Source: an optimization exercise on an open RTL-to-GDS flow (aim: small area). Production flows keep margins and buffers that such runs may drop. The RTL was checked by simulation tests, not by an equivalence proof against the original design.

==> fjord: inputs <==
==> flow/design.v <==
module btb_predictor #(
   parameter int unsigned ENTRIES  = 32,
   parameter int unsigned ADDR_W   = 32,
   parameter logic [1:0]  CNT_INIT = 2'b01
) (
   input  logic              i_clk,
   input  logic              i_rst_n,
   input  logic [ADDR_W-1:0] i_pcF,
   output logic              o_pred_taken,
   output logic [ADDR_W-1:0] o_pred_target,
   input  logic              i_upd_vld,
   input  logic [ADDR_W-1:0] i_upd_pc,
   input  logic              i_upd_is_jmp,
   input  logic              i_upd_taken,
   input  logic [ADDR_W-1:0] i_upd_target,
   input  logic              i_upd_mispred,
   input  logic              i_flush_all,
   output logic [31:0]       o_perf_lookups,
   output logic [31:0]       o_perf_hits,
   output logic [31:0]       o_perf_mispred
);
   localparam int unsigned IDX_W = $clog2(ENTRIES);
   localparam int unsigned TAG_W = ADDR_W - IDX_W - 2;
   logic [ENTRIES-1:0]             valid_q;
   logic [ENTRIES-1:0][TAG_W-1:0]  tag_q;
   logic [ENTRIES-1:0][ADDR_W-1:0] target_q;
   logic [ENTRIES-1:0][1:0]        cnt_q;
   logic [IDX_W-1:0]   fetch_idx;
   logic [TAG_W-1:0]   fetch_tag;
   logic [IDX_W-1:0]   upd_idx;
   logic [TAG_W-1:0]   upd_tag;
   logic [ENTRIES-1:0] fsel;
   logic [ENTRIES-1:0] usel;
   assign fetch_idx = i_pcF[IDX_W+1:2];
   assign fetch_tag = i_pcF[ADDR_W-1:IDX_W+2];
   assign upd_idx   = i_upd_pc[IDX_W+1:2];
   assign upd_tag   = i_upd_pc[ADDR_W-1:IDX_W+2];
   always_comb begin
      for (int i = 0; i < ENTRIES; i++) begin
         fsel[i] = (fetch_idx == IDX_W'(i));
         usel[i] = (upd_idx == IDX_W'(i));
      end
   end
   localparam int unsigned FW = 2 + TAG_W + ADDR_W;    
   localparam int unsigned UW = 3 + TAG_W;             
   logic [ENTRIES-1:0][FW-1:0] f_row;
   logic [ENTRIES-1:0][UW-1:0] u_row;
   logic [FW-1:0] f_rd;
   logic [UW-1:0] u_rd;
   always_comb begin
      for (int i = 0; i < ENTRIES; i++) begin
         f_row[i] = {valid_q[i], cnt_q[i][1], tag_q[i], target_q[i]};
         u_row[i] = {valid_q[i], cnt_q[i], tag_q[i]};
      end
   end
   btb_predictor_rd #(.N(ENTRIES), .W(FW)) u_frd (.sel(fsel), .rows(f_row), .y(f_rd));
   btb_predictor_rd #(.N(ENTRIES), .W(UW)) u_urd (.sel(usel), .rows(u_row), .y(u_rd));
   logic              f_valid;
   logic              f_cnt1;
   logic [TAG_W-1:0]  f_tag;
   logic [ADDR_W-1:0] f_target;
   logic              fetch_hit;
   logic              u_valid;
   logic [1:0]        u_cnt;
   logic [TAG_W-1:0]  u_tag;
   logic              upd_hit;
   always_comb begin
      {f_valid, f_cnt1, f_tag, f_target} = f_rd;
      {u_valid, u_cnt, u_tag} = u_rd;
      fetch_hit     = f_valid && (f_tag == fetch_tag);
      o_pred_taken  = fetch_hit && f_cnt1;
      o_pred_target = {ADDR_W{o_pred_taken}} & f_target;
      upd_hit       = u_valid && (u_tag == upd_tag);
   end
   logic       wr_entry;    
   logic       wr_target;   
   logic       alloc;
   logic [1:0] new_cnt;
   always_comb begin
      alloc     = i_upd_vld && !upd_hit && i_upd_taken;
      wr_entry  = i_upd_vld && (upd_hit || i_upd_taken);
      wr_target = i_upd_vld && (i_upd_taken || (upd_hit && i_upd_is_jmp));
      if (i_upd_is_jmp)       new_cnt = 2'b11;
      else if (!upd_hit)      new_cnt = 2'b10;
      else if (i_upd_taken)   new_cnt = (u_cnt == 2'b11) ? 2'b11 : u_cnt + 2'b01;
      else                    new_cnt = (u_cnt == 2'b00) ? 2'b00 : u_cnt - 2'b01;
   end
   always_ff @(posedge i_clk or negedge i_rst_n) begin
      if (!i_rst_n) begin
         valid_q <= '0;
      end else if (i_flush_all) begin
         valid_q <= '0;
      end else if (alloc) begin
         valid_q <= valid_q | usel;
      end
   end
   logic [ENTRIES-1:0][TAG_W+1:0]  e_d;
   logic [ENTRIES-1:0][ADDR_W-1:0] t_d;
   for (genvar i = 0; i < ENTRIES; i++) begin : g_row
      logic we_e, we_t;
      assign we_e = wr_entry & usel[i];
      assign we_t = wr_target & usel[i];
      btb_predictor_hold #(.W(TAG_W+2)) u_he (
         .we(we_e), .we_n(~we_e), .d({upd_tag, new_cnt}), .q({tag_q[i], cnt_q[i]}), .y(e_d[i]));
      btb_predictor_hold #(.W(ADDR_W)) u_ht (
         .we(we_t), .we_n(~we_t), .d(i_upd_target), .q(target_q[i]), .y(t_d[i]));
   end
   always_ff @(posedge i_clk) begin
      for (int i = 0; i < ENTRIES; i++) begin
         {tag_q[i], cnt_q[i]} <= e_d[i];
         target_q[i]          <= t_d[i];
      end
   end
   logic [31:0] perf_lookups_q;
   logic [31:0] perf_hits_q;
   logic [31:0] perf_mispred_q;
   always_ff @(posedge i_clk or negedge i_rst_n) begin
      if (!i_rst_n) begin
         perf_lookups_q <= '0;
         perf_hits_q    <= '0;
         perf_mispred_q <= '0;
      end else begin
         perf_lookups_q <= perf_lookups_q + 32'd1;
         perf_hits_q    <= perf_hits_q + {31'd0, fetch_hit};
         perf_mispred_q <= perf_mispred_q + {31'd0, i_upd_vld & i_upd_mispred};
      end
   end
   assign o_perf_lookups = perf_lookups_q;
   assign o_perf_hits    = perf_hits_q;
   assign o_perf_mispred = perf_mispred_q;
endmodule
module btb_predictor_hold #(
   parameter int unsigned W = 1
) (
   input  logic         we,
   input  logic         we_n,
   input  logic [W-1:0] d,
   input  logic [W-1:0] q,
   output logic [W-1:0] y
);
   for (genvar b = 0; b < W; b++) begin : g_bit
      btb_predictor_hold1 u_h (.we(we), .we_n(we_n), .d(d[b]), .q(q[b]), .y(y[b]));
   end
endmodule
module btb_predictor_hold1 (
   input  logic we,
   input  logic we_n,
   input  logic d,
   input  logic q,
   output logic y
);
   assign y = (we & d) | (we_n & q);
endmodule
module btb_predictor_rd #(
   parameter int unsigned N = 32,
   parameter int unsigned W = 1
) (
   input  logic [N-1:0]        sel,
   input  logic [N-1:0][W-1:0] rows,
   output logic [W-1:0]        y
);
   localparam int unsigned G = N / 3;
   for (genvar b = 0; b < W; b++) begin : g_bit
      logic [G-1:0] t_n;
      logic         tail;
      for (genvar g = 0; g < G; g++) begin : g_grp
         btb_predictor_aoi222 u_aoi (
            .a0(sel[3*g]), .b0(rows[3*g][b]), .a1(sel[3*g+1]), .b1(rows[3*g+1][b]),
            .a2(sel[3*g+2]), .b2(rows[3*g+2][b]), .y(t_n[g]));
      end
      if (N % 3 == 2) begin : g_tail2
         btb_predictor_ao22 u_ao (
            .a0(sel[N-2]), .b0(rows[N-2][b]), .a1(sel[N-1]), .b1(rows[N-1][b]), .y(tail));
      end else if (N % 3 == 1) begin : g_tail1
         assign tail = sel[N-1] & rows[N-1][b];
      end else begin : g_tail0
         assign tail = 1'b0;
      end
      assign y[b] = ~&t_n | tail;
   end
endmodule
module btb_predictor_aoi222 (
   input  logic a0, b0, a1, b1, a2, b2,
   output logic y
);
   assign y = ~((a0 & b0) | (a1 & b1) | (a2 & b2));
endmodule
module btb_predictor_ao22 (
   input  logic a0, b0, a1, b1,
   output logic y
);
   assign y = (a0 & b0) | (a1 & b1);
endmodule
==> flow/flow/run.sh <==
#!/bin/bash
# Standard ORFS layout (standard.sh, unchanged synthesis) with these changes:
#  - input/output port buffers use buf_1 instead of the default pick;
#  - clock tree synthesis with clkbuf_8 only, clusters of up to 16 sinks
#    within 50 um, and no dummy loads.
# Make's output goes to flow_make.log in the work folder; ORFS keeps each
# step's log under orfs/logs/.
set -euo pipefail
CTS="-sink_clustering_enable -repair_clock_nets -dont_use_dummy_load"
CTS="$CTS -buf_list {sky130_fd_sc_hd__clkbuf_8}"
CTS="$CTS -sink_clustering_size 16 -sink_clustering_max_diameter 50"
bash standard.sh finish \
  "BUFFER_PORTS_ARGS=-buffer_cell sky130_fd_sc_hd__buf_1" \
  "CTS_ARGS=$CTS" > flow_make.log 2>&1
test -f out/final.def
==> flow/standard.sh <==
#!/bin/bash
# synth_recipe.tcl (not shown) runs the flow's synth.tcl, then flattens the netlist and writes it again
# the make line also repeats each setting of config.mk as NAME=value (left out here)
make -C /OpenROAD-flow-scripts/flow DESIGN_CONFIG=/design/flow/config.mk WORK_HOME=/design/flow/orfs CLKGATE_MAP_FILE= SYNTH_SCRIPT=/design/flow/synth_recipe.tcl "${@:-finish}"
==> flow/config.mk <==
export PLATFORM = sky130hd
export DESIGN_NAME = btb_predictor
export DESIGN_NICKNAME = btb_predictor
export VERILOG_FILES = /design/flow/design.v
export SDC_FILE = /design/flow/constraint.sdc
export NUM_CORES = 4
export LEC_CHECK = 0
export CAP_MARGIN = 20
export CORE_MARGIN = 2
export CORE_UTILIZATION = 50
export CTS_BUF_LIST = sky130_fd_sc_hd__clkbuf_8
export CTS_CLUSTER_DIAMETER = 50
export CTS_CLUSTER_SIZE = 16
export PLACE_DENSITY = 0.7
export SETUP_SLACK_MARGIN = 0.3
export SLEW_MARGIN = 20
export SYNTH_HIERARCHICAL = 1
export SYNTH_MINIMUM_KEEP_SIZE = 0
==> flow/constraint.sdc <==
create_clock -name core_clock -period 8.0 [get_ports {i_clk}]
set_input_delay 1.6000 -clock core_clock [delete_from_list [all_inputs] [get_ports {i_clk}]]
set_output_delay 1.6000 -clock core_clock [all_outputs]
set_load 0.01 [all_outputs]
==> violet (differences from fjord) <==
Settings changed: CAP_MARGIN 20 to 5, PLACE_DENSITY 0.7 to 0.8, SLEW_MARGIN 20 to 5.
==> garnet (differences from fjord) <==
Settings changed: PLACE_DENSITY 0.7 to default.
==> xenon (differences from fjord) <==
--- a/flow/design.v
+++ b/flow/design.v
@@ -139,16 +139,5 @@
    output logic [W-1:0] y
 );
-   for (genvar b = 0; b < W; b++) begin : g_bit
-      btb_predictor_hold1 u_h (.we(we), .we_n(we_n), .d(d[b]), .q(q[b]), .y(y[b]));
-   end
-endmodule
-module btb_predictor_hold1 (
-   input  logic we,
-   input  logic we_n,
-   input  logic d,
-   input  logic q,
-   output logic y
-);
-   assign y = (we & d) | (we_n & q);
+   assign y = ({W{we}} & d) | ({W{we_n}} & q);
 endmodule
 module btb_predictor_rd #(
@@ -162,6 +151,5 @@
    localparam int unsigned G = N / 3;
    for (genvar b = 0; b < W; b++) begin : g_bit
-      logic [G-1:0] t_n;
-      logic         tail;
+      logic [G:0] t_n;
       for (genvar g = 0; g < G; g++) begin : g_grp
          btb_predictor_aoi222 u_aoi (
@@ -170,12 +158,12 @@
       end
       if (N % 3 == 2) begin : g_tail2
-         btb_predictor_ao22 u_ao (
-            .a0(sel[N-2]), .b0(rows[N-2][b]), .a1(sel[N-1]), .b1(rows[N-1][b]), .y(tail));
+         btb_predictor_aoi22 u_aoi (
+            .a0(sel[N-2]), .b0(rows[N-2][b]), .a1(sel[N-1]), .b1(rows[N-1][b]), .y(t_n[G]));
       end else if (N % 3 == 1) begin : g_tail1
-         assign tail = sel[N-1] & rows[N-1][b];
+         assign t_n[G] = ~(sel[N-1] & rows[N-1][b]);
       end else begin : g_tail0
-         assign tail = 1'b0;
+         assign t_n[G] = 1'b1;
       end
-      assign y[b] = ~&t_n | tail;
+      assign y[b] = ~&t_n;
    end
 endmodule
@@ -186,8 +174,8 @@
    assign y = ~((a0 & b0) | (a1 & b1) | (a2 & b2));
 endmodule
-module btb_predictor_ao22 (
+module btb_predictor_aoi22 (
    input  logic a0, b0, a1, b1,
    output logic y
 );
-   assign y = (a0 & b0) | (a1 & b1);
+   assign y = ~((a0 & b0) | (a1 & b1));
 endmodule
==> flow/run.sh (new file) <==
#!/bin/bash
# synth_recipe.tcl (not shown) runs the flow's synth.tcl, then flattens the netlist and writes it again
# the make line also repeats each setting of config.mk as NAME=value (left out here)
make -C /OpenROAD-flow-scripts/flow DESIGN_CONFIG=/design/flow/config.mk WORK_HOME=/design/flow/orfs CLKGATE_MAP_FILE= SYNTH_SCRIPT=/design/flow/synth_recipe.tcl finish
Settings changed: CORE_UTILIZATION 50 to 40, CTS_BUF_LIST sky130_fd_sc_hd__clkbuf_8 to default, CTS_CLUSTER_DIAMETER 50 to default, CTS_CLUSTER_SIZE 16 to default, PLACE_DENSITY 0.7 to default, SETUP_SLACK_MARGIN 0.3 to default.
removed: flow/flow/run.sh
removed: flow/standard.sh
==> summary.txt <==
- xenon passed the timing, DRC and antenna checks. fjord ran to the end with no violations. violet completed without violations. garnet finished clean.
- Of garnet and xenon, xenon has the higher count of clock-buffer cells in the layout (gap 121).
- Sequential share of layout area, highest first: violet, fjord, garnet, xenon.
- Critical path depth: garnet > xenon > violet > fjord.
- Flip-flop and latch count is the same in fjord and violet.
- The lowest utilization belongs to xenon, the highest to garnet.

==> port drivers added, routing unchanged <==
Ports are ideal in the flow. The routed layouts listed here were re-timed in OpenROAD.
Step 1 sets driving cells, clkbuf_16 on the clock port and buf_2 on the other inputs (assumed; they add their load-dependent delay and slew).
Step 2, shift: input delay + t, output delay - t, t = (earliest + latest rising clock arrival at the registers) / 2. This alone moves slack from input paths to output paths.
Slacks: ideal ports / drivers / drivers and shift; pairs: ideal ports / drivers.
run | shift t [ns] | setup WS [ns] | worst hold slack (ns) | worst setup path at the end | pins driven straight from the clock port
fjord | 1.021 | 0.214 / -0.013 / -0.013 | 0.470 / 0.470 / 0.470 | input to output | 1
violet | 1.050 | 0.171 / -0.040 / -0.040 | 0.473 / 0.473 / 0.473 | input to output | 1
garnet | 1.006 | 0.164 / -0.006 / -0.006 | 0.466 / 0.466 / 0.466 | input to output | 1
xenon | 0.952 | 0.024 / -0.126 / -0.126 | 0.468 / 0.468 / 0.468 | input to output | 1
Met with ideal ports but missed after step 2: setup timing in every run listed. For fjord, which loses most, drivers alone change the setup slack by -0.227 ns; drivers and shift together by -0.227 ns.
